This is an optimization exercise on Yosys and OpenROAD, whose aim is small area, not a production implementation.
The RTL was checked by simulation tests, not by an equivalence proof against the original design.
Power figures rest on the tool's default switching activity, not on a simulated workload.

==> flow/design.v <==
package gpu_pkg;
  localparam logic [1:0] RESP_OKAY   = 2'b00;
  localparam logic [1:0] RESP_SLVERR = 2'b10;
endpackage
`timescale 1ns/1ns
module gpu_top (
  input  logic                         Clk,
  input  logic                         rst_n,
  input  logic [13-1:0]   s_axi_awaddr,
  input  logic [2:0]                   s_axi_awprot,
  input  logic                         s_axi_awvalid,
  output logic                         s_axi_awready,
  input  logic [32-1:0]   s_axi_wdata,
  input  logic [32/8-1:0] s_axi_wstrb,
  input  logic                         s_axi_wvalid,
  output logic                         s_axi_wready,
  output logic [1:0]                   s_axi_bresp,
  output logic                         s_axi_bvalid,
  input  logic                         s_axi_bready,
  input  logic [13-1:0]   s_axi_araddr,
  input  logic [2:0]                   s_axi_arprot,
  input  logic                         s_axi_arvalid,
  output logic                         s_axi_arready,
  output logic [32-1:0]   s_axi_rdata,
  output logic [1:0]                   s_axi_rresp,
  output logic                         s_axi_rvalid,
  input  logic                         s_axi_rready,
  output logic [3:0]                   red,
  output logic [3:0]                   green,
  output logic [3:0]                   blue,
  output logic                         hsync,
  output logic                         vsync,
  output logic                         vde
);
  function automatic logic [3:0] tile_slot(input logic [3:0] c);
    tile_slot = {~c[0] ^ (c[3:1] == 3'd0), c[3:1]};
  endfunction
  logic [7:0]  h;             
  logic [7:0]  v;             
  logic [15:0] frame_count;
  logic [1:0]  fc_we;
  logic        line_end;
  assign line_end = (h == 8'd143);
  always_ff @(posedge Clk) begin
    if (!rst_n) begin
      h <= '0;
      v <= '0;
      frame_count <= '0;
    end else begin
      h <= line_end ? 8'd0 : h + 8'd1;
      if (line_end) v <= (v == 8'd133) ? 8'd0 : v + 8'd1;
      if (line_end && v == 8'd133) frame_count <= frame_count + 16'd1;
      if (fc_we[0]) frame_count[7:0]  <= s_axi_wdata[7:0];
      if (fc_we[1]) frame_count[15:8] <= s_axi_wdata[15:8];
    end
  end
  assign vde   = (h >= 8'd2) && (h <= 8'd129) && !v[7];
  assign hsync = !((h >= 8'd134) && (h <= 8'd141));
  assign vsync = (h >= 8'd2) ? !((v == 8'd130) || (v == 8'd131))
                             : !((v == 8'd131) || (v == 8'd132));
  logic [15:0]  ring_we;
  logic [11:0]  row_out;
  logic [3:0]   row_sel;
  logic [191:0] heads;
  for (genvar r = 0; r < 16; r++) begin : g_row
    for (genvar k = 0; k < 12; k++) begin : g_bit
      logic [15:0] q;
      always_ff @(posedge Clk) begin
        q <= {ring_we[r] ? s_axi_wdata[k] : q[0], q[15:1]};
      end
      assign heads[12*r + k] = q[0];
    end
  end
  assign row_out = heads[12*row_sel +: 12];
  logic [7:0]  hw;
  logic [4:0]  win;
  logic        disp_load;
  logic [11:0] pre;
  logic [11:0] cur;
  assign hw        = (h >= 8'd137) ? h - 8'd137 : h + 8'd7;
  assign win       = hw[7:3];
  assign disp_load = !win[4] && (tile_slot(win[3:0]) == h[3:0]);
  always_ff @(posedge Clk) begin
    if (disp_load) pre <= enable ? row_out : bg_color;
  end
  always_ff @(posedge Clk) begin
    if (!rst_n) begin
      cur <= '0;
    end else if (h[2:0] == 3'd1) begin
      cur <= (!h[7] && !v[7]) ? pre : 12'd0;
    end
  end
  assign {red, green, blue} = cur;
  logic        enable;
  logic [11:0] bg_color;
  logic        aw_ctrl, aw_bg, aw_status, aw_tile;
  logic        ar_ctrl, ar_bg, ar_status, ar_tile;
  logic        wr_pend, wr_match, wr_armed, wr_fire;
  logic        rd_ok, rd_fire;
  assign aw_ctrl   = (s_axi_awaddr == 13'h000);
  assign aw_bg     = (s_axi_awaddr == 13'h004);
  assign aw_status = (s_axi_awaddr == 13'h008);
  assign aw_tile   = (s_axi_awaddr[12:10] == 3'b100);
  assign ar_ctrl   = (s_axi_araddr == 13'h000);
  assign ar_bg     = (s_axi_araddr == 13'h004);
  assign ar_status = (s_axi_araddr == 13'h008);
  assign ar_tile   = (s_axi_araddr[12:10] == 3'b100);
  assign wr_pend  = s_axi_awvalid && s_axi_wvalid && !s_axi_bvalid;
  assign wr_match = wr_pend && (tile_slot(s_axi_awaddr[5:2]) == h[3:0]);
  assign wr_fire  = wr_match && wr_armed;
  assign s_axi_awready = wr_fire;
  assign s_axi_wready  = wr_fire;
  for (genvar r = 0; r < 16; r++) begin : g_we
    assign ring_we[r] = wr_match && aw_tile && (s_axi_wstrb[1:0] == 2'b11) &&
                        (s_axi_awaddr[9:6] == r);
  end
  assign fc_we = {2{wr_fire && aw_status}} & s_axi_wstrb[1:0];
  always_ff @(posedge Clk) begin
    if (!rst_n) begin
      wr_armed       <= 1'b0;
      s_axi_bvalid   <= 1'b0;
      enable         <= 1'b0;
      bg_color       <= '0;
    end else begin
      if (wr_match) wr_armed <= !wr_armed;
      if (wr_fire) s_axi_bvalid <= 1'b1;
      else if (s_axi_bready) s_axi_bvalid <= 1'b0;
      if (wr_match && aw_ctrl && s_axi_wstrb[0]) enable <= s_axi_wdata[0];
      if (wr_match && aw_bg && s_axi_wstrb[0]) bg_color[7:0]  <= s_axi_wdata[7:0];
      if (wr_match && aw_bg && s_axi_wstrb[1]) bg_color[11:8] <= s_axi_wdata[11:8];
    end
  end
  logic bresp_err;
  always_ff @(posedge Clk) begin
    if (wr_fire) bresp_err <= !(aw_ctrl || aw_bg || aw_status || aw_tile);
  end
  assign s_axi_bresp = {bresp_err, 1'b0};
  logic ar_wait;
  assign rd_ok   = !ar_tile || ((tile_slot(s_axi_araddr[5:2]) == h[3:0]) && !disp_load);
  assign s_axi_arready = ar_wait && rd_ok;
  assign rd_fire = s_axi_arready && s_axi_arvalid;
  assign row_sel = disp_load ? v[6:3] : s_axi_araddr[9:6];
  logic [16:0] rdata_q;
  logic        rresp_err;
  always_ff @(posedge Clk) begin
    if (!rst_n) ar_wait <= 1'b0;
    else        ar_wait <= s_axi_arvalid && !rd_fire;
  end
  always_ff @(posedge Clk) begin
    if (!rst_n) begin
      s_axi_rvalid <= 1'b0;
    end else if (rd_fire) begin
      s_axi_rvalid <= 1'b1;
    end else if (s_axi_rready) begin
      s_axi_rvalid <= 1'b0;
    end
  end
  always_ff @(posedge Clk) begin
    if (rd_fire) begin
      rresp_err <= !(ar_ctrl || ar_bg || ar_status || ar_tile);
      rdata_q   <= ar_tile   ? {5'd0, row_out} :
                   ar_ctrl   ? {16'd0, enable} :
                   ar_bg     ? {5'd0, bg_color} :
                   ar_status ? {v >= 8'd128, frame_count} : 17'd0;
    end
  end
  assign s_axi_rdata = {15'd0, rdata_q};
  assign s_axi_rresp = {rresp_err, 1'b0};
endmodule
==> flow/run.sh <==
#!/bin/bash
# synth_recipe.tcl (not shown) runs the flow's synth.tcl, then flattens the netlist and writes it again
# the make line also repeats each setting of config.mk as NAME=value (left out here)
make -C /OpenROAD-flow-scripts/flow DESIGN_CONFIG=/design/flow/config.mk WORK_HOME=/design/flow/orfs CLKGATE_MAP_FILE= SYNTH_SCRIPT=/design/flow/synth_recipe.tcl finish
==> flow/config.mk <==
export PLATFORM = sky130hd
export DESIGN_NAME = gpu_top
export DESIGN_NICKNAME = gpu_top
export VERILOG_FILES = /design/flow/design.v
export SDC_FILE = /design/flow/constraint.sdc
export NUM_CORES = 4
export LEC_CHECK = 0
export CAP_MARGIN = 20
export CORE_MARGIN = 2
export CORE_UTILIZATION = 40
export SLEW_MARGIN = 20
==> flow/constraint.sdc <==
create_clock -name core_clock -period 10.0 [get_ports {Clk}]
set_input_delay 2.0000 -clock core_clock [delete_from_list [all_inputs] [get_ports {Clk}]]
set_output_delay 2.0000 -clock core_clock [all_outputs]
set_load 0.01 [all_outputs]
==> flow_summary.toml, run 1 <==
[floorplan]
die_h_microns = 427
ios = 131
die_area_sq_mm = 0.182
start_util = 0.402
dieWidth_microns = 427
fp-row-count = 155
core-area_sq_mm = 0.178

[timing]
rsz0062_at_grt = "false"
layout_worst_path_cycle_share = 0.662
setup_tns_ps = 0
finalMaxSlewViolations = 0
period_needed_ps = 6620
finalClockSkew_ps = 53.6
setup_viol = 0
relSlewSlack = 0.225
worst_slack_ps = 3380
worstMarginPinSlew_ps = 1160
hold_viol_final = 0
fmax_mhz = 151

[power]
irDropWorstVdd_mv = 0.138
p_per_area_mw_per_mm2 = 276
fin_total_pwr_w = 0.0233
clkPwrFrac = 0.445
p_sw_frac = 0.192
pwr-share-seq = 0.543
internal_power_w = 0.0188
switching_power_w = 0.00447
p_leak_nw = 33.8
power_frac_comb = 0.012

[global_route]
track_usage = 0.132
gr-total-overflow = 0
grt_max_degree = 46
first_global_vias = 29645
antenna_found_initial = 9
grt_pass1_wl_mm = 178

[placement]
port_buffers = 89
dp_hpwl_mm = 72.8
place.gp.congestion = 0.873
place_ws_ps = 3600
placed_area_sq_mm = 0.0753

[routing]
wl_per_cell_microns = 16.8
vias = 30171
wirelength_mm = 120
via_per_inst = 4.20
first_pass_iters = 7
drt_iter0_drc = 1839
drc = 0
drtAntennaViolNets = 0

[outcome]
status = "timing/DRC/antenna clean"

[yosys]
async_flop_share = 0
synthTopCellsByCount = "dfxtp_1 (3133), mux2_2 (177), nand2_1 (115), o21ai_0 (101), clkbuf_1 (69)"
synthesis.area_sq_mm = 0.0716
ys_types = 71
synth.most_common_cell = "dfxtp_1"
synth_ff_type = "dfxtp_1"
yosys_warnings = 1
yosysTopAreaCell = "dfxtp_1"
synth_cells = 4327
ys_ff_latch = 3164
yosysTopAreaCellShare = 0.876
synth_area_leaders = "dfxtp_1 (88%), mux2_2 (2.8%), edfxtp_1 (1.3%)"
synth_edf_count = 31
avgSynthCellArea_sq_um = 16.5
synth_seq_area_share = 0.889

[clock_tree]
cts_tree = "yes"
cts_root_buffer = "clkbuf_16"
cts-resized-gates = 0
cts_sinks = 3164
h-tree-depth = 5
cts_setup_buffers = 0
clockBufferDepth = 4
path_clk_slew_ps = 60
cts_hold_buffers = 0
clk_latency_ps = 880
cts-buffers-inserted = 285

[critical_path]
crit_fanout = 11
critPathArrivalTime_ps = 4620
path_class = "reg -> out"
r2r_cells = 14
cp.required_ps = 8000
cp-start-kind = "register"
cp-end-kind = "primary output"

[cells_and_area]
final_nets = 4719
fillCellCount = 14874
syn_to_final_growth_pct = 17.8
multi_input_area_sq_mm = 0.00726
design_area_sq_mm = 0.0843
regArea_sq_mm = 0.0637
layout-drive-gt1-share = 0.139

[flow_run]
drv_cap = 0

[worst_hold_path]
hold_class = "reg -> reg"
hold_depth = 0
power groups by stage:
stage               combinational, W  sequential (W)  clock, W
finish                      0.000284          0.0126    0.0104
global route                0.000296          0.0126    0.0111
CTS                         0.000284          0.0126    0.0106
detailed placement          0.000283          0.0129         0
global placement            0.000282          0.0129         0
floorplan                   0.000142          0.0129         0
worst paths after layout:
| kind | from | to | slack, ps |
|---|---|---|---|
| max | h[1] | s_axi_arready | 3380 |
| min reg2reg | g_row[13].g_bit[6].q[7] | g_row[13].g_bit[6].q[6] | 280 |
| min | g_row[13].g_bit[6].q[7] | g_row[13].g_bit[6].q[6] | 280 |
| max reg2reg | h[1] | rdata_q[4] | 4270 |
cells by family (layout without fill, tap and decap cells):
kind of cell    after synthesis  after routing  synth area share
simple gates                388            388            0.0282
compound gates              318            318            0.0302
mux                         229            229            0.0351
fa+ha+maj                     9              9           0.00157
buf+inv                     184            662            0.0118
other cells                   1             21         0.0000524
xor+xnor                     34             34           0.00416
flops                      3164           3164             0.889
layout make-up:
class	count	share of cell area
timing repair buffer	132	0.0145
inverter	57	0.00254
antenna	4	0.000119
multi-input combinational	995	0.0861
sequential	3164	0.755
tap	2355	0.0349
clock inverter	58	0.00760
clock buffer	415	0.0995
sequential cells by signal, indices dropped and copies added, names as in the netlist:
| signal | flops |
|---|---|
| frame_count | 16 |
| s_axi_rvalid | 1 |
| pre | 12 |
| bg_color | 12 |
| ar_wait | 1 |
| bresp_err | 1 |
| g_row.g_bit.q | 3072 |
| wr_armed | 1 |
| v | 8 |
| rresp_err | 1 |
| cur | 12 |
| enable | 1 |
| h | 8 |
| rdata_q | 17 |
| s_axi_bvalid | 1 |
metal layers:
metal / GRT usage / vias to the layer above / wire length [microns]
met4: 0.0798 / 0 / 6650
met3: 0.0275 / 343 / 5220
met2: 0.197 / 677 / 52100
met5: 0 / - / 0
met1: 0.176 / 14436 / 56300
li1: - / 14715 / -
cell usage in the layout (no fill, tap or decap), types with 20 or more instances in the layout:
cell	Yosys	final
o211ai_1	50	50
buf_4	25	41
clkbuf_8	0	60
clkbuf_1	69	62
nand4_1	30	30
mux2i_1	52	52
inv_1	55	55
a21oi_1	41	40
edfxtp_1	31	31
nand2b_1	22	21
nand2_1	115	115
mux2_2	177	177
o21ai_0	101	100
a22oi_1	20	20
nor2b_1	39	39
clkdlybuf4s50_1	0	87
dfxtp_1	3133	3133
clkbuf_16	0	293
nor2_1	65	56
clkinv_2	0	29
through the flow:
stage               utilization  hold WS [ps]  std cells
floorplan                     -           310       4343
global placement          0.422           310       6701
detailed placement        0.422           312       6703
CTS                       0.473           274       7176
global route              0.473           283       7178
finish                    0.473           276       7180
worst max-delay path, cell delays in order (launching register included):
cell and delay, ps:
dfxtp_1 740, inv_1 150, ha_1 270, nor3b_2 290
a2bb2oi_1 320, o221ai_1 200, o311ai_1 130, and3_1 500
nand2_4 220, inv_2 150, o21ai_0 110, and2_1 180
clkdlybuf4s50_1 490
==> run 2, diff against run 1 <==
--- a/flow/config.mk
+++ b/flow/config.mk
@@ -9,3 +9,6 @@
 export CORE_MARGIN = 2
-export CORE_UTILIZATION = 40
+export CORE_UTILIZATION = 60
+export CTS_BUF_LIST = sky130_fd_sc_hd__clkbuf_8
+export CTS_CLUSTER_DIAMETER = 60
+export CTS_CLUSTER_SIZE = 20
 export SLEW_MARGIN = 20
==> run 2 against run 1 <==
Against the previous run:
- still clean
- worst setup slack lost 250 ps
- clock skew decreased by 22 ps
- design area decreased by 8.6%
- area after synthesis stayed put
- worst hold slack improved by 43 ps
- largest cell class unchanged
==> flow_summary.toml, run 2 <==
[outcome]
status = "timing/DRC/antenna clean"

[timing]
layout_worst_path_cycle_share = 0.687
setup_tns_ps = 0
finalClockSkew_ps = 32.1
hold_viol_final = 0
finalMaxSlewViolations = 0
period_needed_ps = 6870
relSlewSlack = 0.254
setup_viol = 0
fmax_mhz = 146
worstMarginPinSlew_ps = 1120
rsz0062_at_grt = "false"

[critical_path]
crit_fanout = 11
timing.rr.start = "h[1]"
cpMaxStageDelayCell = "dfxtp_1"
reg2reg_to = "rdata_q[4]"
crit_chain = "inv_1, ha_1, nor2b_1, o31a_1, o221ai_1, o311ai_1, and3_1, nand2_4, inv_2, o21ai_0, and2_1, clkdlybuf4s50_1"
path_class = "reg -> out"
crit_path_end = "s_axi_arready"
cp.required_ps = 8000
r2r_cells = 14
cp-startpoint = "h[1]"
cp-start-kind = "register"
critPathArrivalTime_ps = 4870
critPathMaxStageDelay_ps = 750
rrSetupSlack_ps = 4640
cp-end-kind = "primary output"

[routing]
first_pass_iters = 7
wl_per_cell_microns = 18.9
drtAntennaViolNets = 0
drc = 0
drt_iter0_drc = 2132
via_per_inst = 4.76
wirelength_mm = 115
vias = 29118

[clock_tree]
cts-buffers-inserted = 179
cts-resized-gates = 0
cts_tree = "yes"
path_clk_slew_ps = 110
cts_sinks = 3164
clockBufferDepth = 3
cts_root_buffer = "clkbuf_8"
h-tree-depth = 4
cts_hold_buffers = 0
clk_latency_ps = 920
cts_setup_buffers = 0

[global_route]
grt_max_degree = 46
first_global_vias = 27739
antenna_found_initial = 10
gr-total-overflow = 0
grt_pass1_wl_mm = 170
track_usage = 0.191

[cells_and_area]
fillCellCount = 8509
post-route-util = 0.652
regArea_sq_mm = 0.0637
multi_input_area_sq_mm = 0.00723
layout-drive-gt1-share = 0.101
largestRegisters = "g_row.g_bit.q x3072, rdata_q x17, frame_count x16"
largest_register_ffs = 3072
syn_to_final_growth_pct = 7.61
top_register = "g_row.g_bit.q"
layout_common_cells = "dfxtp_1 (3133), clkbuf_8 (185), mux2_2 (177)"
final_nets = 4614
design_area_sq_mm = 0.0771
final_common_cell = "dfxtp_1"

[placement]
dp_hpwl_mm = 71.8
port_buffers = 89
place.gp.congestion = 0.823
placed_area_sq_mm = 0.0742

[power]
p_leak_nw = 30.8
p_per_area_mw_per_mm2 = 235
irDropWorstVdd_mv = 0.180

[floorplan]
die_area_sq_mm = 0.122
ios = 131
dieWidth_microns = 349
core-area_sq_mm = 0.118
die_h_microns = 349
start_util = 0.606
fp-row-count = 126

[yosys]
yosysTopAreaCell = "dfxtp_1"
synth_edf_count = 31
synth_seq_area_share = 0.889
synth_cells = 4327
synthTopCellsByCount = "dfxtp_1 (3133), mux2_2 (177), nand2_1 (115), o21ai_0 (101), clkbuf_1 (69)"
async_flop_share = 0
ys_types = 71
ys_ff_latch = 3164
synth_ff_type = "dfxtp_1"
yosysTopAreaCellShare = 0.876
yosys_warnings = 1
synth_area_leaders = "dfxtp_1 (88%), mux2_2 (2.8%), edfxtp_1 (1.3%)"
synthesis.area_sq_mm = 0.0716
avgSynthCellArea_sq_um = 16.5
synth.most_common_cell = "dfxtp_1"

[flow_run]
drv_cap = 0

[worst_hold_path]
hold_class = "reg -> reg"
hold_depth = 0
run 2: worst min path at each step:
| stage | startpoint | endpoint | slack, ps |
|---|---|---|---|
| after detailed placement | g_row[11].g_bit[6].q[13] | g_row[11].g_bit[6].q[12] | 310 |
| after global routing | g_row[6].g_bit[4].q[2] | g_row[6].g_bit[4].q[1] | 330 |
| after global placement | g_row[8].g_bit[7].q[9] | g_row[8].g_bit[7].q[8] | 310 |
| final | g_row[1].g_bit[5].q[12] | g_row[1].g_bit[5].q[11] | 320 |
| after CTS | g_row[10].g_bit[0].q[1] | g_row[10].g_bit[0].q[0] | 320 |
| after floorplan | g_row[0].g_bit[0].q[1] | g_row[0].g_bit[0].q[0] | 310 |
run 2: cells by family (layout without fill, tap and decap cells):
logic type,count (synthesis),count (layout),synth area share
flops,3164,3164,0.889
other cells,1,23,0.0000524
simple gates,388,388,0.0282
fa+ha+maj,9,9,0.00157
xor+xnor,34,34,0.00416
mux,229,229,0.0351
buf+inv,184,411,0.0118
compound gates,318,318,0.0302
run 2: metrics by stage:
step	hold WS (ps)	cells	setup WS, ps	power, W
after floorplan	310	4343	4770	0.0131
after global placement	310	5884	3530	0.0132
after detailed placement	312	5885	3590	0.0132
after CTS	322	6106	3080	0.0183
after global routing	325	6110	2780	0.0188
final	319	6112	3130	0.0181
run 2: layout make-up:
| class | instances | area share |
|---|---|---|
| Sequential cell | 3164 | 0.826 |
| Multi-Input combinational cell | 995 | 0.0939 |
| Clock buffer | 185 | 0.0330 |
| Tap cell | 1536 | 0.0249 |
| Timing Repair Buffer | 133 | 0.0158 |
| Clock inverter | 36 | 0.00331 |
| Inverter | 57 | 0.00278 |
| Antenna cell | 6 | 0.000195 |
run 2: report_power, final:
part | switching, W | leakage, nW | internal, W | total, W
Sequential | 0.0000143 | 25.6 | 0.0126 | 0.0126
Combinational | 0.000196 | 3.77 | 0.0000807 | 0.000277
Clock | 0.00345 | 1.48 | 0.00173 | 0.00518
Total | 0.00366 | 30.8 | 0.0144 | 0.0181
run 2: layer usage:
| layer | routed length (microns) | track usage |
|---|---|---|
| met2 | 45300 | 0.263 |
| met5 | 34 | 0 |
| met3 | 5830 | 0.0369 |
| met4 | 3900 | 0.0779 |
| met1 | 60400 | 0.296 |
run 2: critical path, delay by kind of cell (launching register included):
family / cells / cell delay, ps
AND/OR/NAND/NOR: 4 / 1020
buffers and inverters: 3 / 800
AO/OA/AOI/OAI: 4 / 1130
flip-flops: 1 / 750
adder cells (fa/ha/maj): 1 / 260
==> run 3, diff against run 2 <==
--- a/flow/config.mk
+++ b/flow/config.mk
@@ -7,5 +7,6 @@
 export LEC_CHECK = 0
+export ABC_AREA = 1
 export CAP_MARGIN = 20
 export CORE_MARGIN = 2
-export CORE_UTILIZATION = 60
+export CORE_UTILIZATION = 75
 export CTS_BUF_LIST = sky130_fd_sc_hd__clkbuf_8
==> run 3 against run 2 <==
Against the previous run:
- sequential share of layout area rose by 1.1 points
- area after synthesis fell by 0.56%
- non-clock buffer count fell by 19
- worst hold slack got worse by 9.6 ps
- die area fell by 20%
- largest power group unchanged
- maximum frequency rose by 2.0%
- still clean
- critical endpoint unchanged
- power fell by 0.13%
- critical path type is now in -> out
==> flow_summary.toml, run 3 <==
[global_route]
grt_max_degree = 44
gr-total-overflow = 0
first_global_vias = 30266
track_usage = 0.237
antenna_found_initial = 4
grt_pass1_wl_mm = 172

[yosys]
async_flop_share = 0
ys_ff_latch = 3164
synth_ff_type = "dfxtp_1"
synthTopCellsByCount = "dfxtp_1 (3133), nand2_1 (541), inv_1 (268), nand3_1 (256), o21ai_0 (211)"
avgSynthCellArea_sq_um = 14.8
synth_seq_area_share = 0.894
synth_edf_count = 31
yosysTopAreaCellShare = 0.881
synth.most_common_cell = "dfxtp_1"
synth_area_leaders = "dfxtp_1 (88%), nand2_1 (2.9%), nand3_1 (1.8%)"
synth_cells = 4815
synthesis.area_sq_mm = 0.0712
ys_types = 46
yosys_warnings = 1
yosysTopAreaCell = "dfxtp_1"

[routing]
first_pass_iters = 6
via_per_inst = 4.88
wirelength_mm = 114
drc = 0
drtAntennaViolNets = 0
wl_per_cell_microns = 18.1
vias = 30695
drt_iter0_drc = 2627

[critical_path]
cp_top_family = "buffers and inverters"
cp-startpoint = "s_axi_araddr[3]"
cp.required_ps = 8000
cpMaxStageDelayCell = "clkdlybuf4s50_1"
path_class = "in -> out"
timing.rr.start = "h[1]"
critPathMaxStageDelay_ps = 760
crit_fanout = 8
cp-end-kind = "primary output"
path_buf_inv = 4
crit_chain = "clkdlybuf4s50_1, inv_1, nand2_1, xnor2_1, nor2_1, nand3_1, o21ai_0, nand2_1, inv_1, clkdlybuf4s50_1"
critPathArrivalTime_ps = 4730
cp-start-kind = "primary input"

[clock_tree]
h-tree-depth = 4
cts_hold_buffers = 0
cts_tree = "yes"
path_clk_slew_ps = 110
cts_sinks = 3164
cts_setup_buffers = 0
clockBufferDepth = 3
cts-buffers-inserted = 177
cts-resized-gates = 0
cts_root_buffer = "clkbuf_8"
clk_latency_ps = 860

[cells_and_area]
final_nets = 5085
largestRegisters = "g_row.g_bit.q x3072, rdata_q x17, frame_count x16"
fillCellCount = 5001
top_register = "g_row.g_bit.q"
layout_common_cells = "dfxtp_1 (3133), nand2_1 (535), inv_1 (278)"
layout-drive-gt1-share = 0.0520
final_common_cell = "dfxtp_1"
largest_register_ffs = 3072
multi_input_area_sq_mm = 0.00598
regArea_sq_mm = 0.0637
syn_to_final_growth_pct = 6.78

[timing]
worstMarginPinSlew_ps = 1020
relSlewSlack = 0.319
rsz0062_at_grt = "false"
worst_slack_ps = 3270
setup_tns_ps = 0
period_needed_ps = 6730
finalMaxSlewViolations = 0
fmax_mhz = 148
finalClockSkew_ps = 36.5
layout_worst_path_cycle_share = 0.673
whs_ps = 310
hold_viol_final = 0
setup_viol = 0

[outcome]
status = "timing/DRC/antenna clean"

[placement]
place.gp.congestion = 0.851
dp_hpwl_mm = 69.5
place_ws_ps = 3300
port_buffers = 89

[power]
irDropWorstVdd_mv = 0.212
p_leak_nw = 30.2
p_per_area_mw_per_mm2 = 238

[worst_hold_path]
min_from = "g_row[1].g_bit[1].q[1]"
hold_class = "reg -> reg"

[floorplan]
die_area_sq_mm = 0.0974
start_util = 0.753
ios = 131
core-area_sq_mm = 0.0946
dieWidth_microns = 312
fp-row-count = 113
die_h_microns = 312

[flow_run]
drv_cap = 0
## run 3: worst paths after layout
kind | endpoint | slack, ps | depth (start not counted)
setup / recovery | s_axi_arready | 3270 | 10
hold / removal | g_row[1].g_bit[1].q[0] | 310 | 0
setup reg to reg | rdata_q[7] | 5240 | 22
hold reg to reg | g_row[1].g_bit[1].q[0] | 310 | 0
## run 3: layer usage
| metal | GRT usage | part of all wire |
|---|---|---|
| met1 | 0.349 | 0.49 |
| met3 | 0.0387 | 0.047 |
| met4 | 0.0909 | 0.034 |
| met2 | 0.359 | 0.43 |
| met5 | 0 | 0.00012 |
## run 3: per-stage QoR
step	std cells	util	instance area, sq um	power, W
after floorplan	4831	-	71300	0.0131
after global placement	6087	0.775	73300	0.0133
after detailed placement	6087	0.775	73300	0.0133
after CTS	6289	0.804	76000	0.0182
after global routing	6294	0.804	76000	0.0186
final	6295	0.804	76000	0.0181
## run 3: logic make-up (layout without fill, tap and decap cells)
group	Yosys count	count (layout)	share of synthesized area
flops	3164	3164	0.894
other cells	1	23	0.0000527
xor+xnor	24	24	0.00295
compound gates	283	283	0.0215
fa+ha+maj	9	9	0.00158
buf+inv	403	596	0.0235
simple gates	931	931	0.0565
## run 3: power breakdown
| group | internal [W] | switching [W] | leakage (nW) |
|---|---|---|---|
| Sequential | 0.0126 | 0.0000107 | 25.5 |
| Clock | 0.00171 | 0.00336 | 1.42 |
| Combinational | 0.0000989 | 0.000275 | 3.23 |
| Total | 0.0144 | 0.00364 | 30.2 |
## run 3: cell type report
cell class                      count  share of cell area
Clock inverter                     18             0.00184
Antenna cell                        6            0.000197
Multi-Input combinational cell   1264              0.0787
Clock buffer                      184              0.0333
Sequential cell                  3164               0.837
Timing Repair Buffer              114              0.0142
Inverter                          280              0.0138
Tap cell                         1265              0.0208
## run 3: worst register-to-register path, cell delays in order, from the launching register on
cell,delay (ps)
dfxtp_1,610
inv_1,150
ha_1,220
nand2_1,110
nand2_1,120
nand3_1,140
nand2_1,100
nand2_1,100
nand2_1,50
nand2_1,50
nand2_1,120
nor2_8,170
nand3_2,80
buf_4,280
nand2_2,640
buf_4,700
nand2_1,140
nand3_1,90
nand3_1,150
nand3_1,240
nand2_1,130
nand2_1,80
nand2_1,50
==> run 4, diff against run 3 <==
--- a/flow/config.mk
+++ b/flow/config.mk
@@ -7,9 +7,8 @@
 export LEC_CHECK = 0
-export ABC_AREA = 1
 export CAP_MARGIN = 20
 export CORE_MARGIN = 2
-export CORE_UTILIZATION = 75
-export CTS_BUF_LIST = sky130_fd_sc_hd__clkbuf_8
+export CORE_UTILIZATION = 60
+export CTS_BUF_LIST = sky130_fd_sc_hd__clkbuf_16
 export CTS_CLUSTER_DIAMETER = 60
-export CTS_CLUSTER_SIZE = 20
+export CTS_CLUSTER_SIZE = 28
 export SLEW_MARGIN = 20
==> run 4 against run 3 <==
Against the previous run:
- worst setup slack improved by 29 ps
- combinational power decreased by 26%
- design area increased by 3.5%
- count of clock-buffer cells in the layout decreased by 30
- sequential share of layout area decreased by 2.8 points
- clock skew decreased by 14 ps
- power increased by 8.3%
- global-route usage decreased by 4.6 points
- first-iteration DRC count decreased by 18%
- non-clock buffer count increased by 19
- critical endpoint unchanged
==> flow_summary.toml, run 4 <==
[clock_tree]
clk_latency_ps = 770
cts_tree = "yes"
cts-buffers-inserted = 143
cts_sinks = 3164
cts_hold_buffers = 0
h-tree-depth = 4
cts_setup_buffers = 0
path_clk_slew_ps = 90
cts_root_buffer = "clkbuf_16"
clockBufferDepth = 3
cts-resized-gates = 0

[placement]
place.gp.congestion = 0.823
dp_hpwl_mm = 71.8
place_ws_ps = 3590
post-place-cells = 5885
port_buffers = 89

[floorplan]
fp-row-count = 126
ios = 131
start_util = 0.606
die_area_sq_mm = 0.122
core-area_sq_mm = 0.118
die_h_microns = 349
dieWidth_microns = 349

[power]
p_leak_nw = 31.5
internal_power_w = 0.0157
irDropWorstVdd_mv = 0.204
power_frac_comb = 0.014
p_per_area_mw_per_mm2 = 249
clkPwrFrac = 0.340
p_sw_frac = 0.199
pwr-share-seq = 0.646
switching_power_w = 0.00389

[timing]
finalMaxSlewViolations = 0
layout_worst_path_cycle_share = 0.671
period_needed_ps = 6710
relSlewSlack = 0.249
worstMarginPinSlew_ps = 1120
hold_viol_final = 0
worst_slack_ps = 3290
setup_tns_ps = 0
whs_ps = 316
setup_viol = 0
fmax_mhz = 149
rsz0062_at_grt = "false"
finalClockSkew_ps = 22.5

[yosys]
synth.most_common_cell = "dfxtp_1"
synthesis.area_sq_mm = 0.0716
synth_edf_count = 31
yosysTopAreaCellShare = 0.876
yosysTopAreaCell = "dfxtp_1"
ys_types = 71
async_flop_share = 0
synth_seq_area_share = 0.889
ys_ff_latch = 3164
synth_area_leaders = "dfxtp_1 (88%), mux2_2 (2.8%), edfxtp_1 (1.3%)"
synth_cells = 4327
synth_ff_type = "dfxtp_1"
avgSynthCellArea_sq_um = 16.5
synthTopCellsByCount = "dfxtp_1 (3133), mux2_2 (177), nand2_1 (115), o21ai_0 (101), clkbuf_1 (69)"
yosys_warnings = 1

[routing]
vias = 29000
drtAntennaViolNets = 0
wl_per_cell_microns = 18.9
drc = 0
via_per_inst = 4.75
wirelength_mm = 115
first_pass_iters = 5
drt_iter0_drc = 2164

[critical_path]
cp-end-kind = "primary output"
path_class = "reg -> out"
cp.required_ps = 8000
cp-start-kind = "register"
crit_fanout = 11
critPathArrivalTime_ps = 4710

[cells_and_area]
syn_to_final_growth_pct = 9.91
largestRegisters = "g_row.g_bit.q x3072, rdata_q x17, frame_count x16"
final_common_cell = "dfxtp_1"
top_register = "g_row.g_bit.q"
largest_register_ffs = 3072
layout-drive-gt1-share = 0.0998
layout_common_cells = "dfxtp_1 (3133), mux2_2 (177), clkbuf_16 (154)"
fin_cells = 6105
final_nets = 4578

[worst_hold_path]
hold_class = "reg -> reg"

[flow_run]
drv_cap = 0

[global_route]
first_global_vias = 27358
antenna_found_initial = 7
gr-total-overflow = 0
track_usage = 0.191
grt_max_degree = 46
grt_pass1_wl_mm = 170

[outcome]
status = "timing/DRC/antenna clean"
## run 4: cell count changes after synthesis, sizes merged, moves of 20 or more
cell / before / now
inv: 280 / 57
nand2: 548 / 116
o21ai: 219 / 103
nor2b: 0 / 39
a22oi: 0 / 20
nand3: 258 / 18
mux2: 0 / 177
o211ai: 1 / 50
mux2i: 0 / 52
nand2b: 0 / 22
## run 4: routing by layer
| metal | share of wire | wire length (microns) | GRT usage | up-vias |
|---|---|---|---|---|
| met5 | 0.00029 | 34 | 0 | - |
| met4 | 0.029 | 3400 | 0.0695 | 6 |
| met3 | 0.046 | 5280 | 0.0309 | 186 |
| met2 | 0.40 | 45800 | 0.265 | 561 |
| met1 | 0.53 | 60800 | 0.300 | 13925 |
| li1 | - | - | - | 14322 |
## run 4: critical path: stages (launching register included)
cell	delay, ps
dfxtp_1	750
inv_1	150
ha_1	270
nor2b_1	180
o31a_1	320
o221ai_1	180
o311ai_1	140
and3_1	340
nand2_4	260
inv_2	70
o21ai_0	450
and2_1	250
clkdlybuf4s50_1	590
## run 4: final cells by class
cell class,count,area (sq um)
flip-flops and latches,3164,63700
fillers,8307,39500
multi-input cells,995,7230
clock buffers,154,3850
well taps,1536,1920
repair buffers,133,1220
clock inverters,64,611
inverters,57,214
diodes,2,5.00
## run 4: logic make-up after synthesis
group / Yosys count / share of synthesized area
AO/OA/AOI/OAI: 318 / 0.0302
AND/OR/NAND/NOR: 388 / 0.0282
XOR/XNOR: 34 / 0.00416
buffers and inverters: 184 / 0.0118
other: 1 / 0.0000524
multiplexers: 229 / 0.0351
flip-flops: 3164 / 0.889
adder cells (fa/ha/maj): 9 / 0.00157
## run 4: power groups by stage
stage	Combinational, W	Sequential, W	Clock, W
final	0.000276	0.0126	0.00666
after global routing	0.000290	0.0126	0.00730
after CTS	0.000277	0.0126	0.00685
after detailed placement	0.000276	0.0129	0
after global placement	0.000274	0.0129	0
after floorplan	0.000142	0.0129	0
## run 4: through the flow
step	area, sq um	util	total power [W]
after floorplan	71700	-	0.0131
after global placement	74200	0.628	0.0132
after detailed placement	74200	0.628	0.0132
after CTS	78700	0.666	0.0198
after global routing	78700	0.666	0.0202
final	78700	0.666	0.0196
## run 4: final timing paths
check / end / slack (ps) / start / depth (start not counted)
worst max register to register: rdata_q[4] / 4610 / h[1] / 14
worst min-delay path: g_row[0].g_bit[0].q[11] / 320 / g_row[0].g_bit[0].q[12] / 0
worst max-delay path: s_axi_arready / 3290 / h[1] / 12
worst min register to register: g_row[0].g_bit[0].q[11] / 320 / g_row[0].g_bit[0].q[12] / 0
==> run 5, diff against run 4 <==
--- a/flow/design.v
+++ b/flow/design.v
@@ -60,16 +60,44 @@
                              : !((v == 8'd131) || (v == 8'd132));
-  logic [15:0]  ring_we;
+  logic [3:0]   ring_we;      
   logic [11:0]  row_out;
   logic [3:0]   row_sel;
-  logic [191:0] heads;
-  for (genvar r = 0; r < 16; r++) begin : g_row
-    for (genvar k = 0; k < 12; k++) begin : g_bit
-      logic [15:0] q;
-      always_ff @(posedge Clk) begin
-        q <= {ring_we[r] ? s_axi_wdata[k] : q[0], q[15:1]};
-      end
-      assign heads[12*r + k] = q[0];
-    end
-  end
-  assign row_out = heads[12*row_sel +: 12];
+  logic [3:0]   tap_sel;
+  logic [1:0]   a3;
+  logic [15:0]  taps [12];
+  for (genvar k = 0; k < 12; k++) begin : g_bit
+    logic [143:0] q0;
+    logic [47:0]  q1, q2;
+    logic [15:0]  q3;
+    always_ff @(posedge Clk) begin
+      q0 <= {ring_we[0] ? s_axi_wdata[k] : q0[0], q0[143:1]};
+      q1 <= {ring_we[1] ? s_axi_wdata[k] : q1[0], q1[47:1]};
+      q2 <= {ring_we[2] ? s_axi_wdata[k] : q2[0], q2[47:1]};
+      q3 <= {ring_we[3] ? s_axi_wdata[k] : q3[0], q3[15:1]};
+    end
+    assign taps[k] = {q3[0], q2[32], q2[16], q2[0], q1[32], q1[16], q1[0],
+                      q0[128], q0[112], q0[96], q0[80], q0[64], q0[48], q0[32], q0[16], q0[0]};
+    assign row_out[k] = taps[k][tap_sel];
+  end
+  always_comb begin
+    case (h[7:4])
+      4'd1, 4'd4, 4'd7: a3 = 2'd1;
+      4'd2, 4'd5, 4'd8: a3 = 2'd2;
+      default:          a3 = 2'd0;
+    endcase
+  end
+  function automatic logic [1:0] sub3(input logic [1:0] x, input logic [1:0] y);
+    logic [2:0] d;
+    d = {1'b0, x} + 3'd3 - {1'b0, y};
+    sub3 = (d >= 3'd3) ? 2'(d - 3'd3) : d[1:0];
+  endfunction
+  always_comb begin
+    if (row_sel <= 4'd8)
+      tap_sel = (row_sel >= h[7:4]) ? row_sel - h[7:4] : row_sel + 4'd9 - h[7:4];
+    else if (row_sel <= 4'd11)
+      tap_sel = 4'd9 + {2'd0, sub3(2'(row_sel - 4'd9), a3)};
+    else if (row_sel <= 4'd14)
+      tap_sel = 4'd12 + {2'd0, sub3(2'(row_sel - 4'd12), a3)};
+    else
+      tap_sel = 4'd15;
+  end
   logic [7:0]  hw;
@@ -107,11 +135,25 @@
   assign ar_tile   = (s_axi_araddr[12:10] == 3'b100);
+  logic [3:0] aw_row;
+  logic       row_at_head;
+  logic       wr_slot, wr_do;
+  assign aw_row   = s_axi_awaddr[9:6];
   assign wr_pend  = s_axi_awvalid && s_axi_wvalid && !s_axi_bvalid;
-  assign wr_match = wr_pend && (tile_slot(s_axi_awaddr[5:2]) == h[3:0]);
-  assign wr_fire  = wr_match && wr_armed;
+  assign wr_slot  = wr_pend && (tile_slot(s_axi_awaddr[5:2]) == h[3:0]);
+  assign wr_fire  = wr_slot && wr_armed;
+  always_comb begin
+    if (aw_row <= 4'd8)       row_at_head = (aw_row == h[7:4]);
+    else if (aw_row <= 4'd11) row_at_head = (2'(aw_row - 4'd9) == a3);
+    else if (aw_row <= 4'd14) row_at_head = (2'(aw_row - 4'd12) == a3);
+    else                      row_at_head = 1'b1;
+  end
+  assign wr_do    = wr_slot && (!aw_tile || row_at_head);
+  assign wr_match = wr_do;
   assign s_axi_awready = wr_fire;
   assign s_axi_wready  = wr_fire;
-  for (genvar r = 0; r < 16; r++) begin : g_we
-    assign ring_we[r] = wr_match && aw_tile && (s_axi_wstrb[1:0] == 2'b11) &&
-                        (s_axi_awaddr[9:6] == r);
-  end
+  logic tile_we;
+  assign tile_we    = wr_do && aw_tile && (s_axi_wstrb[1:0] == 2'b11);
+  assign ring_we[0] = tile_we && (aw_row <= 4'd8);
+  assign ring_we[1] = tile_we && (aw_row >= 4'd9) && (aw_row <= 4'd11);
+  assign ring_we[2] = tile_we && (aw_row >= 4'd12) && (aw_row <= 4'd14);
+  assign ring_we[3] = tile_we && (aw_row == 4'd15);
   assign fc_we = {2{wr_fire && aw_status}} & s_axi_wstrb[1:0];
@@ -124,3 +166,4 @@
     end else begin
-      if (wr_match) wr_armed <= !wr_armed;
+      if (wr_fire) wr_armed <= 1'b0;
+      else if (wr_do) wr_armed <= 1'b1;
       if (wr_fire) s_axi_bvalid <= 1'b1;
--- a/flow/config.mk
+++ b/flow/config.mk
@@ -10,5 +10,5 @@
 export CORE_UTILIZATION = 60
-export CTS_BUF_LIST = sky130_fd_sc_hd__clkbuf_16
+export CTS_BUF_LIST = sky130_fd_sc_hd__clkbuf_8
 export CTS_CLUSTER_DIAMETER = 60
-export CTS_CLUSTER_SIZE = 28
+export CTS_CLUSTER_SIZE = 20
 export SLEW_MARGIN = 20
==> run 5 against run 4 <==
Against the previous run:
- still clean on timing, DRC and antenna
- global-route usage is 1.3 points lower
- power is 6.8% lower
- via count shrank 5.9%
- worst hold slack worse by 9.3 ps
- maximum frequency decreased by 16%
- routed wire length shrank 8.2%
- cell count down 4.5%
- register-to-register slack got worse by 2600 ps
- synthesized cell count is 6.8% lower
- count of clock-buffer cells in the layout up 31
- critical path type is now reg -> reg
- critical endpoint is now rdata_q[4]
- largest cell class unchanged
==> flow_summary.toml, run 5 <==
[timing]
worstMarginPinSlew_ps = 1270
setup_tns_ps = 0
finalMaxSlewViolations = 0
layout_worst_path_cycle_share = 0.794
relSlewSlack = 0.152
rsz0062_at_grt = "false"
period_needed_ps = 7940
finalClockSkew_ps = 37.5
setup_viol = 0
fmax_mhz = 126
hold_viol_final = 0

[routing]
drc = 0
wl_per_cell_microns = 18.2
drt_iter0_drc = 1677
vias = 27291
via_per_inst = 4.68
drtAntennaViolNets = 0
wirelength_mm = 106
first_pass_iters = 6

[clock_tree]
path_clk_slew_ps = 120
cts_tree = "yes"
cts_sinks = 3164
clk_latency_ps = 890
cts_setup_buffers = 0
cts-buffers-inserted = 180
cts_root_buffer = "clkbuf_8"
clockBufferDepth = 3
h-tree-depth = 4
cts-resized-gates = 0
cts_hold_buffers = 0

[cells_and_area]
final_common_cell = "dfxtp_1"
largestRegisters = "g_bit.q0 x1728, g_bit.q1 x576, g_bit.q2 x576"
layout-drive-gt1-share = 0.0881
layout_common_cells = "dfxtp_1 (3133), clkbuf_8 (185), clkdlybuf4s50_1 (88)"
final_nets = 4362
top_register = "g_bit.q0"
largest_register_ffs = 1728
syn_to_final_growth_pct = 7.58
design_area_sq_mm = 0.0761

[power]
irDropWorstVdd_mv = 0.184
p_leak_nw = 30.1
p_per_area_mw_per_mm2 = 240

[critical_path]
cp-start-kind = "register"
cp.required_ps = 10630
timing.rr.start = "h[0]"
cp-end-kind = "register"
path_class = "reg -> reg"
cp-startpoint = "h[0]"
r2r_cells = 25
critPathArrivalTime_ps = 8570
crit_fanout = 19

[floorplan]
die_h_microns = 347
fp-row-count = 125
start_util = 0.607
core-area_sq_mm = 0.117
die_area_sq_mm = 0.121
dieWidth_microns = 347
ios = 131

[yosys]
yosys_warnings = 2
synth_area_leaders = "dfxtp_1 (89%), mux4_2 (1.4%), edfxtp_1 (1.3%)"
synth_seq_area_share = 0.900
synth.most_common_cell = "dfxtp_1"
yosysTopAreaCellShare = 0.887
synth_edf_count = 31
synthTopCellsByCount = "dfxtp_1 (3133), nand2_1 (79), mux2_2 (64), mux2i_1 (51), nor2_1 (50)"
yosysTopAreaCell = "dfxtp_1"
synth_cells = 4033
synth_ff_type = "dfxtp_1"
async_flop_share = 0
synthesis.area_sq_mm = 0.0707
ys_types = 88
ys_ff_latch = 3164
avgSynthCellArea_sq_um = 17.5

[flow_run]
drv_cap = 0

[global_route]
grt_max_degree = 55
grt_pass1_wl_mm = 157
track_usage = 0.177
first_global_vias = 25850
gr-total-overflow = 0
antenna_found_initial = 9

[placement]
placed_area_sq_mm = 0.0733
place.gp.congestion = 0.798
dp_hpwl_mm = 65.8
port_buffers = 89

[worst_hold_path]
hold_class = "reg -> reg"
hold_depth = 0
min_from = "g_bit[6].q0[130]"

[outcome]
status = "timing/DRC/antenna clean"
run 5: worst paths after layout:
path / to / slack, ps
max: rdata_q[4] / 2060
min: g_bit[6].q0[129] / 310
max reg2reg: rdata_q[4] / 2060
min reg2reg: g_bit[6].q0[129] / 310
run 5: report_power, final:
part | switching, W | internal (W) | leakage (nW)
clock | 0.00343 | 0.00174 | 1.53
combinational | 0.000263 | 0.000158 | 3.09
sequential | 0.0000164 | 0.0126 | 25.5
total | 0.00371 | 0.0145 | 30.1
run 5: critical path, stage by stage (launching register included):
cell,delay [ps]
dfxtp_1,640
inv_1,120
ha_1,290
nor3b_2,200
o21ai_2,190
a211oi_1,140
nor3_2,390
or3_1,830
mux2_2,450
inv_1,130
ha_1,260
fa_1,550
inv_1,50
ha_1,190
nor2b_1,170
o21ai_0,180
ha_1,350
a21oi_1,40
a41oi_1,210
or2_2,170
o21ai_0,170
mux2i_4,550
buf_4,430
mux4_2,410
a222oi_1,390
nand4_1,130
run 5: layer usage:
| metal | GRT usage | vias up | part of all wire |
|---|---|---|---|
| met3 | 0.0424 | 237 | 0.056 |
| met4 | 0.0717 | 4 | 0.036 |
| met1 | 0.277 | 13114 | 0.53 |
| li1 | - | 13381 | - |
| met5 | 0.00280 | - | 0.00052 |
| met2 | 0.235 | 555 | 0.38 |
run 5: through the flow:
stage	instances	utilization	total power (W)	setup slack, ps	hold WS, ps
after floorplan	4049	-	0.0132	3740	310
after global placement	5600	0.629	0.0134	2130	309
after detailed placement	5600	0.629	0.0134	2040	312
after CTS	5824	0.653	0.0185	2040	304
after global routing	5826	0.653	0.0189	1560	316
final	5830	0.653	0.0182	2060	307
run 5: final cells by class:
cell class	count	area, sq um
flip-flops and latches	3164	63700
multi-input cells	769	6530
repair buffers	110	1040
diodes	6	15.0
well taps	1524	1910
fillers	8224	40400
inverters	33	124
clock inverters	39	290
clock buffers	185	2550
run 5: kinds of logic after synthesis:
family                     after synthesis  share of synthesized area
AOI/OAI and AO/OA                      181                     0.0199
xor gates and xnor gates                40                    0.00495
adders and majority gates               29                    0.00566
buffers and inverters                  116                    0.00976
DFF                                   3164                      0.900
muxes                                  181                     0.0357
other                                    1                  0.0000530
and+or+nand+nor                        321                     0.0241
==> run 6, diff against run 5 <==
--- a/flow/config.mk
+++ b/flow/config.mk
@@ -7,5 +7,6 @@
 export LEC_CHECK = 0
+export ABC_AREA = 0
 export CAP_MARGIN = 20
 export CORE_MARGIN = 2
-export CORE_UTILIZATION = 60
+export CORE_UTILIZATION = 75
 export CTS_BUF_LIST = sky130_fd_sc_hd__clkbuf_8
==> run 6 against run 5 <==
Against the previous run:
- sequential share of layout area increased by 0.45 points
- design area decreased by 0.53%
- critical endpoint is now pre[1]
- non-clock buffer count increased by 3
- maximum frequency decreased by 0.39%
- global-route usage increased by 5.7 points
- clock skew increased by 3.2 ps
- worst hold slack improved by 9.2 ps
- register-to-register slack got worse by 30 ps
==> flow_summary.toml, run 6 <==
[floorplan]
ios = 131
fp-row-count = 112
core-area_sq_mm = 0.0933
start_util = 0.758
die_h_microns = 311
die_area_sq_mm = 0.0968
dieWidth_microns = 311

[worst_hold_path]
min_from = "g_bit[0].q0[100]"
hold_class = "reg -> reg"

[routing]
drc = 0
wl_per_cell_microns = 20.1
via_per_inst = 4.96
first_pass_iters = 6
drt_iter0_drc = 1856
wirelength_mm = 112
vias = 27552
drtAntennaViolNets = 0

[clock_tree]
h-tree-depth = 4
clockBufferDepth = 3
cts-resized-gates = 0
path_clk_slew_ps = 120
cts_hold_buffers = 0
cts_sinks = 3164
clk_latency_ps = 890
cts_tree = "yes"
cts-buffers-inserted = 177
cts_setup_buffers = 0
cts_root_buffer = "clkbuf_8"

[timing]
worstMarginPinSlew_ps = 1200
finalClockSkew_ps = 40.7
setup_tns_ps = 0
rsz0062_at_grt = "false"
relSlewSlack = 0.201
hold_viol_final = 0
setup_viol = 0
whs_ps = 316
period_needed_ps = 7970
fmax_mhz = 125
layout_worst_path_cycle_share = 0.797
finalMaxSlewViolations = 0

[critical_path]
cp-start-kind = "register"
critPathArrivalTime_ps = 8590
cp-startpoint = "h[0]"
path_class = "reg -> reg"
cp.required_ps = 10620
crit_fanout = 24
cp-end-kind = "register"
timing.rr.start = "h[0]"

[yosys]
synth.area.mux_share = 0.0357
yosysTopAreaCell = "dfxtp_1"
synthesis.area_sq_mm = 0.0707
synth_ff_type = "dfxtp_1"
avgSynthCellArea_sq_um = 17.5
synth_top_family_by_area = "multiplexers"
synthSimpleGateAreaFrac = 0.0241
synth-xor-area-share = 0.00495
ys_types = 88
synth_fa_ha_area_frac = 0.00566
ys_ff_latch = 3164
synth_cells = 4033
async_flop_share = 0
synthTopCellsByCount = "dfxtp_1 (3133), nand2_1 (79), mux2_2 (64), mux2i_1 (51), nor2_1 (50)"
synth.most_common_cell = "dfxtp_1"
yosysTopAreaCellShare = 0.887
synth_compound_area_frac = 0.0199
yosys_warnings = 2
synth_edf_count = 31
synth_area_leaders = "dfxtp_1 (89%), mux4_2 (1.4%), edfxtp_1 (1.3%)"
synth_seq_area_share = 0.900

[placement]
post-place-cells = 5332
dp_hpwl_mm = 68.7
port_buffers = 89
place.gp.congestion = 0.829

[outcome]
status = "timing/DRC/antenna clean"

[global_route]
first_global_vias = 27624
antenna_found_initial = 6
grt_pass1_wl_mm = 166
grt_max_degree = 51
gr-total-overflow = 0
track_usage = 0.234

[power]
p_per_area_mw_per_mm2 = 241
p_leak_nw = 30.1
irDropWorstVdd_mv = 0.210
fin_total_pwr_w = 0.0182

[cells_and_area]
fin_cells = 5554
syn_to_final_growth_pct = 7.01
largest_register_ffs = 1728
layout_common_cells = "dfxtp_1 (3133), clkbuf_8 (185), clkdlybuf4s50_1 (88)"
post-route-util = 0.811
fillCellCount = 4572
layout-drive-gt1-share = 0.0862
final_nets = 4362
largestRegisters = "g_bit.q0 x1728, g_bit.q1 x576, g_bit.q2 x576"
final_common_cell = "dfxtp_1"
top_register = "g_bit.q0"

[flow_run]
drv_cap = 0
[run 6: path summary, 6_finish.rpt]
check | to | cells after the start | slack (ps)
worst min-delay path | g_bit[0].q0[99] | 0 | 320
worst max-delay path | pre[1] | 25 | 2030
worst max register to register | pre[1] | 25 | 2030
worst min register to register | g_bit[0].q0[99] | 0 | 320
[run 6: cell type report]
type                       instances  area (sq um)  area share
timing repair buffer             113          1080      0.0143
sequential                      3164         63700       0.841
clock buffer                     185          2550      0.0336
antenna                            8          20.0    0.000264
multi-input combinational        769          6510      0.0860
clock inverter                    28           196     0.00259
inverter                          33           124     0.00164
tap                             1254          1570      0.0207
[run 6: power by group]
part	leakage (nW)	internal (W)	switching (W)
clock network	1.49	0.00174	0.00340
registers	25.5	0.0126	0.0000187
logic	3.11	0.000164	0.000261
total	30.1	0.0145	0.00368
[run 6: cell families after synthesis]
family | Yosys count
DFF | 3164
muxes | 181
AOI/OAI and AO/OA | 181
adders and majority gates | 29
and+or+nand+nor | 321
xor gates and xnor gates | 40
other | 1
buffers and inverters | 116
[run 6: routing by layer]
metal  vias to the layer above  global-route usage  wire, microns
met2                       663               0.340          47300
met3                       237              0.0449           6120
met1                     13275               0.354          54700
met4                         0              0.0908           3810
met5                         -                   0              0
li1                      13377                   -              -
[run 6: worst max-delay path: stages (launching register included)]
cell and delay (ps):
dfxtp_1 640, inv_1 140, ha_1 290, nor2b_1 170, o21a_1 210, a211oi_1 280
o21a_2 250, or3_1 780, mux2_2 450, inv_1 120, ha_1 260, fa_1 510
inv_1 100, ha_1 180, nor2b_1 70, o21ai_0 340, o2bb2ai_1 220, mux2i_1 140
or4_4 490, nand2_4 480, buf_12 280, buf_4 260, buf_4 220, mux4_2 520
a22oi_1 170, nand3_1 100
[run 6: metrics by stage]
stage               instance area, sq um  setup slack (ps)
detailed placement                 72900              1930
global placement                   72900              2060
CTS                                75700              1910
floorplan                          70800              3740
finish                             75700              2030
global route                       75700              1490
==> run 7, diff against run 6 <==
--- a/flow/config.mk
+++ b/flow/config.mk
@@ -7,3 +7,3 @@
 export LEC_CHECK = 0
-export ABC_AREA = 0
+export ABC_AREA = 1
 export CAP_MARGIN = 20
==> run 7 against run 6 <==
Against the previous run:
- largest cell class unchanged
- synthesized cell count increased by 13%
- critical endpoint unchanged
- clock power shrank 2%
- flip-flop and latch count stayed put
- critical path depth rose by 6
- cell count is 8.9% higher
==> flow_summary.toml, run 7 <==
[outcome]
status = "timing/DRC/antenna clean"

[critical_path]
cp.depth = 31
crit_fanout = 51
path_buf_inv = 4
cp.required_ps = 10650
cp-end-kind = "register"
cp_common_cell = "nand2_1"
critPathMaxStageDelay_ps = 720
reg2reg_to = "pre[1]"
critPathArrivalTime_ps = 7730
cpMaxStageDelayCell = "nand2_4"
path_class = "reg -> reg"
timing.rr.start = "h[0]"
r2r_cells = 31
cp_top_family = "simple AND/OR/NAND/NOR gates"
rrSetupSlack_ps = 2910
crit_path_end = "pre[1]"
cp-startpoint = "h[0]"
cp-start-kind = "register"

[yosys]
synth_ff_type = "dfxtp_1"
synth_cells = 4567
synth_area_leaders = "dfxtp_1 (89%), nand2_1 (2.4%), nand3_1 (1.8%)"
synth-xor-area-share = 0.00385
yosys_warnings = 2
synthSimpleGateAreaFrac = 0.0526
synth.most_common_cell = "dfxtp_1"
synth_edf_count = 31
synth_fa_ha_area_frac = 0.00568
synth_compound_area_frac = 0.0142
yosysTopAreaCell = "dfxtp_1"
synth_seq_area_share = 0.904
synth_top_family_by_area = "simple AND/OR/NAND/NOR gates"
synthTopCellsByCount = "dfxtp_1 (3133), nand2_1 (450), nand3_1 (251), inv_1 (215), nor2_1 (76)"
avgSynthCellArea_sq_um = 15.4
synthesis.area_sq_mm = 0.0704
async_flop_share = 0
yosysTopAreaCellShare = 0.890
ys_types = 54
synth.area.mux_share = 0
ys_ff_latch = 3164

[timing]
setup_tns_ps = 0
setup_viol = 0
worstMarginPinSlew_ps = 980
finalClockSkew_ps = 40.4
finalMaxSlewViolations = 0
hold_viol_final = 0
fmax_mhz = 141
rsz0062_at_grt = "false"
layout_worst_path_cycle_share = 0.709
period_needed_ps = 7090
relSlewSlack = 0.347
whs_ps = 307

[global_route]
gr-total-overflow = 0
antenna_found_initial = 5
first_global_vias = 28882
grt_max_degree = 61
grt_pass1_wl_mm = 161
track_usage = 0.224

[placement]
port_buffers = 89
place.gp.congestion = 0.904
dp_hpwl_mm = 64.2

[floorplan]
die_area_sq_mm = 0.0964
fp-row-count = 112
start_util = 0.756
die_h_microns = 310
core-area_sq_mm = 0.0932
ios = 131
dieWidth_microns = 310

[clock_tree]
cts_setup_buffers = 0
path_clk_slew_ps = 120
cts-buffers-inserted = 178
cts_tree = "yes"
cts_sinks = 3164
cts-resized-gates = 0
cts_root_buffer = "clkbuf_8"
cts_hold_buffers = 0
clockBufferDepth = 3
h-tree-depth = 4
clk_latency_ps = 890

[cells_and_area]
final_common_cell = "dfxtp_1"
largest_register_ffs = 1728
final_nets = 4875
post-route-util = 0.807
syn_to_final_growth_pct = 6.78
top_register = "g_bit.q0"
layout-drive-gt1-share = 0.0520
largestRegisters = "g_bit.q0 x1728, g_bit.q1 x576, g_bit.q2 x576"
layout_common_cells = "dfxtp_1 (3133), nand2_1 (449), nand3_1 (251)"

[power]
irDropWorstVdd_mv = 0.180
p_per_area_mw_per_mm2 = 244
p_leak_nw = 30.1

[routing]
drt_iter0_drc = 1900
first_pass_iters = 8
wirelength_mm = 106
drc = 0
vias = 28963
via_per_inst = 4.79
wl_per_cell_microns = 17.6
drtAntennaViolNets = 0

[worst_hold_path]
hold_class = "reg -> reg"

[flow_run]
drv_cap = 0
[run 7: how the worst min path moves through the flow]
stage | cells past startpoint | from | slack, ps | endpoint
after floorplan | 0 | g_bit[0].q0[1] | 310 | g_bit[0].q0[0]
after global placement | 0 | g_bit[11].q2[6] | 310 | g_bit[11].q2[5]
after detailed placement | 0 | g_bit[0].q2[8] | 310 | g_bit[0].q2[7]
after CTS | 0 | g_bit[6].q0[28] | 320 | g_bit[6].q0[27]
after global routing | 0 | g_bit[11].q0[9] | 320 | g_bit[11].q0[8]
final | 0 | g_bit[4].q0[28] | 310 | g_bit[4].q0[27]
[run 7: layout make-up]
cell class	instances	area, sq um
flip-flops and latches	3164	63700
fillers	4773	18000
multi-input cells	1098	5490
clock buffers	184	2530
well taps	1254	1570
repair buffers	103	996
inverters	226	850
clock inverters	15	114
diodes	5	12.5
[run 7: power breakdown]
group          switching [W]  internal [W]
clock network        0.00338       0.00168
logic               0.000488      0.000157
registers         0.00000889        0.0126
[run 7: per-stage QoR]
step           cell area, sq um  power (W)  worst slack (ps)  instances
3_5_place_dp              72600     0.0136              2700       5845
5_1_grt                   75200     0.0190              2290       6048
6_report                  75200     0.0183              2910       6049
2_1_floorplan             70500     0.0133              4840       4583
4_1_cts                   75200     0.0185              2900       6044
3_3_place_gp              72500     0.0135              2810       5845
[run 7: cell families after synthesis]
family | Yosys count
fa+ha+maj | 29
simple gates | 842
xor+xnor | 31
compound gates | 179
other cells | 1
flops | 3164
buf+inv | 321
[run 7: metal layers]
layer | global-route usage | wire [microns] | part of all wire | up-vias
li1 | - | - | - | 14449
met1 | 0.327 | 51900 | 0.49 | 13721
met2 | 0.335 | 46200 | 0.44 | 592
met3 | 0.0427 | 4860 | 0.046 | 199
met4 | 0.0890 | 3260 | 0.031 | 2
met5 | 0 | 11 | 0.00010 | -
[run 7: worst register-to-register path: cells and delay by family, from the launching register on]
kind	cells	cell delay [ps]
AO/OA/AOI/OAI	1	210
XOR/XNOR	1	190
adder cells (fa/ha/maj)	4	1260
buffers and inverters	4	850
flip-flops	1	580
AND/OR/NAND/NOR	21	3770
==> run 8, diff against run 7 <==
--- a/flow/config.mk
+++ b/flow/config.mk
@@ -12,3 +12,3 @@
 export CTS_BUF_LIST = sky130_fd_sc_hd__clkbuf_8
-export CTS_CLUSTER_DIAMETER = 60
+export CTS_CLUSTER_DIAMETER = 40
 export CTS_CLUSTER_SIZE = 20
==> run 8 against run 7 <==
Against the previous run:
- combinational power up 1%
- worst hold slack is essentially flat
- die area did not move
- synthesized cell count unchanged
- area after synthesis is the same
- power rose by 7.3%
- count of clock-buffer cells in the layout is 40 higher
- critical endpoint is now rdata_q[2]
==> flow_summary.toml, run 8 <==
[clock_tree]
h-tree-depth = 4
cts-buffers-inserted = 201
clockBufferDepth = 3
path_clk_slew_ps = 120
clk_latency_ps = 920
cts_tree = "yes"
cts_setup_buffers = 0
cts_root_buffer = "clkbuf_8"
cts_sinks = 3164
cts-resized-gates = 0
cts_hold_buffers = 0

[routing]
drc = 0
wirelength_mm = 113
vias = 29521
drt_iter0_drc = 2035
via_per_inst = 4.78
wl_per_cell_microns = 18.3
drtAntennaViolNets = 0
first_pass_iters = 8

[power]
internal_power_w = 0.0154
p_per_area_mw_per_mm2 = 256
p_sw_frac = 0.219
switching_power_w = 0.00431
p_leak_nw = 30.9
irDropWorstVdd_mv = 0.212
power_frac_comb = 0.033
clkPwrFrac = 0.325
pwr-share-seq = 0.642

[placement]
placed_area_sq_mm = 0.0726
port_buffers = 89
place.gp.congestion = 0.904
place_ws_ps = 2700
dp_hpwl_mm = 64.2

[global_route]
track_usage = 0.239
first_global_vias = 30351
grt_pass1_wl_mm = 171
grt_max_degree = 61
antenna_found_initial = 6
gr-total-overflow = 0

[timing]
relSlewSlack = 0.305
layout_worst_path_cycle_share = 0.723
worst_slack_ps = 2770
fmax_mhz = 138
hold_viol_final = 0
finalClockSkew_ps = 40.1
period_needed_ps = 7230
setup_tns_ps = 0
worstMarginPinSlew_ps = 1040
finalMaxSlewViolations = 0
setup_viol = 0
rsz0062_at_grt = "false"

[yosys]
synth_cells = 4567
ys_types = 54
synth_seq_area_share = 0.904
synth_ff_type = "dfxtp_1"
yosys_warnings = 2
synthesis.area_sq_mm = 0.0704
synth_edf_count = 31
yosysTopAreaCellShare = 0.890
synth_area_leaders = "dfxtp_1 (89%), nand2_1 (2.4%), nand3_1 (1.8%)"
yosysTopAreaCell = "dfxtp_1"
synthTopCellsByCount = "dfxtp_1 (3133), nand2_1 (450), nand3_1 (251), inv_1 (215), nor2_1 (76)"
synth.most_common_cell = "dfxtp_1"
async_flop_share = 0
ys_ff_latch = 3164
avgSynthCellArea_sq_um = 15.4

[flow_run]
drv_cap = 0

[critical_path]
cp.required_ps = 10670
cp-startpoint = "h[1]"
cp-end-kind = "register"
reg2reg_to = "rdata_q[2]"
cp_common_cell = "nand2_1"
rrSetupSlack_ps = 2770
path_class = "reg -> reg"
crit_fanout = 51
critPathArrivalTime_ps = 7890
cpMaxStageDelayCell = "nand2_4"
timing.rr.start = "h[1]"
r2r_cells = 31
path_buf_inv = 4
cp_top_family = "simple AND/OR/NAND/NOR gates"
critPathMaxStageDelay_ps = 780
cp-start-kind = "register"

[worst_hold_path]
holdPathEnd = "g_bit[2].q3[9]"
min_from = "g_bit[2].q3[10]"
hold_depth = 0
hold_class = "reg -> reg"

[cells_and_area]
layout_common_cells = "dfxtp_1 (3133), nand2_1 (449), nand3_1 (251)"
top_register = "g_bit.q0"
largestRegisters = "g_bit.q0 x1728, g_bit.q1 x576, g_bit.q2 x576"
final_common_cell = "dfxtp_1"
largest_register_ffs = 1728
layout-drive-gt1-share = 0.0737
final_nets = 4898
syn_to_final_growth_pct = 9.03
design_area_sq_mm = 0.0768

[outcome]
status = "timing/DRC/antenna clean"

[floorplan]
die_h_microns = 310
start_util = 0.756
core-area_sq_mm = 0.0932
ios = 131
die_area_sq_mm = 0.0964
fp-row-count = 112
dieWidth_microns = 310
run 8: cell counts after synthesis:
Identical to the previous run, type by type.
run 8: cell families after synthesis:
| family | Yosys count | synth area share |
|---|---|---|
| compound gates | 179 | 0.0142 |
| flops | 3164 | 0.904 |
| buf+inv | 321 | 0.0200 |
| xor+xnor | 31 | 0.00385 |
| other cells | 1 | 0.0000532 |
| fa+ha+maj | 29 | 0.00568 |
| simple gates | 842 | 0.0526 |
run 8: how the worst max path moves through the flow:
stage | endpoint | slack (ps) | depth (start not counted)
after floorplan | pre[10] | 4840 | 21
after global placement | rdata_q[7] | 2810 | 21
after detailed placement | pre[1] | 2700 | 21
after CTS | pre[1] | 2860 | 31
after global routing | pre[6] | 2290 | 31
final | rdata_q[2] | 2770 | 31
run 8: power groups by stage:
| stage | combinational [W] | clock (W) | sequential, W |
|---|---|---|---|
| floorplan | 0.000378 | 0 | 0.0129 |
| global placement | 0.000626 | 0 | 0.0129 |
| detailed placement | 0.000639 | 0 | 0.0129 |
| CTS | 0.000649 | 0.00651 | 0.0126 |
| global route | 0.000691 | 0.00693 | 0.0126 |
| finish | 0.000654 | 0.00639 | 0.0126 |
run 8: area by class of cell:
type                            count  area (sq um)
Antenna cell                        2          5.00
Clock buffer                      224          3080
Clock inverter                     99          1160
Fill cell                        4472         16400
Inverter                          226           850
Multi-Input combinational cell   1098          5490
Sequential cell                  3164         63700
Tap cell                         1254          1570
Timing Repair Buffer              103           996
run 8: metrics by stage:
stage	hold WS (ps)	instances	utilization	total power, W
after floorplan	310	4583	-	0.0133
after global placement	310	5845	0.779	0.0135
after detailed placement	312	5845	0.779	0.0136
after CTS	298	6168	0.824	0.0198
after global routing	317	6170	0.824	0.0203
final	307	6170	0.824	0.0197
run 8: layer usage:
layer | vias to the layer above | global-route usage | routed length [microns]
li1 | 14605 | - | -
met1 | 14077 | 0.340 | 53800
met2 | 627 | 0.372 | 51100
met3 | 210 | 0.0453 | 5110
met4 | 2 | 0.0866 | 3070
met5 | - | 0 | 13

## afterwards: timing with drivers on the ports
The flow's constraints put no driver on any port. The routed layouts listed below were extracted and timed again, unchanged, in two steps. Step 1 assumes that a clkbuf_16 drives the clock port and a buf_2 every other input. Step 2 times the ports against the registers' clock, not the clock port: input delays grow and output delays shrink by t, the midpoint of the rising clock arrivals with the driver on. Three values: ideal ports, drivers, drivers and shift; two values: the first two.
run | shift t [ns] | setup slack, ns | clock arrival spread, ns
run 1 | 0.935 | 3.377 / 3.299 / 3.578 | 0.066 / 0.065
run 2 | 0.976 | 3.128 / 3.057 / 3.485 | 0.041 / 0.041
run 3 | 0.910 | 3.265 / 3.238 / 3.238 | 0.043 / 0.044
run 4 | 0.828 | 3.295 / 3.220 / 3.494 | 0.032 / 0.032
run 5 | 0.945 | 2.056 / 2.056 / 2.056 | 0.048 / 0.048
run 6 | 0.939 | 2.026 / 2.026 / 2.026 | 0.041 / 0.041
run 7 | 0.936 | 2.915 / 2.915 / 2.721 | 0.043 / 0.042
run 8 | 0.963 | 2.775 / 2.775 / 2.569 | 0.051 / 0.050
After both steps every run listed still meets setup and hold. The setup slack of run 8, which loses most, moves by 0.000 ns with the drivers and by -0.206 ns with both steps.
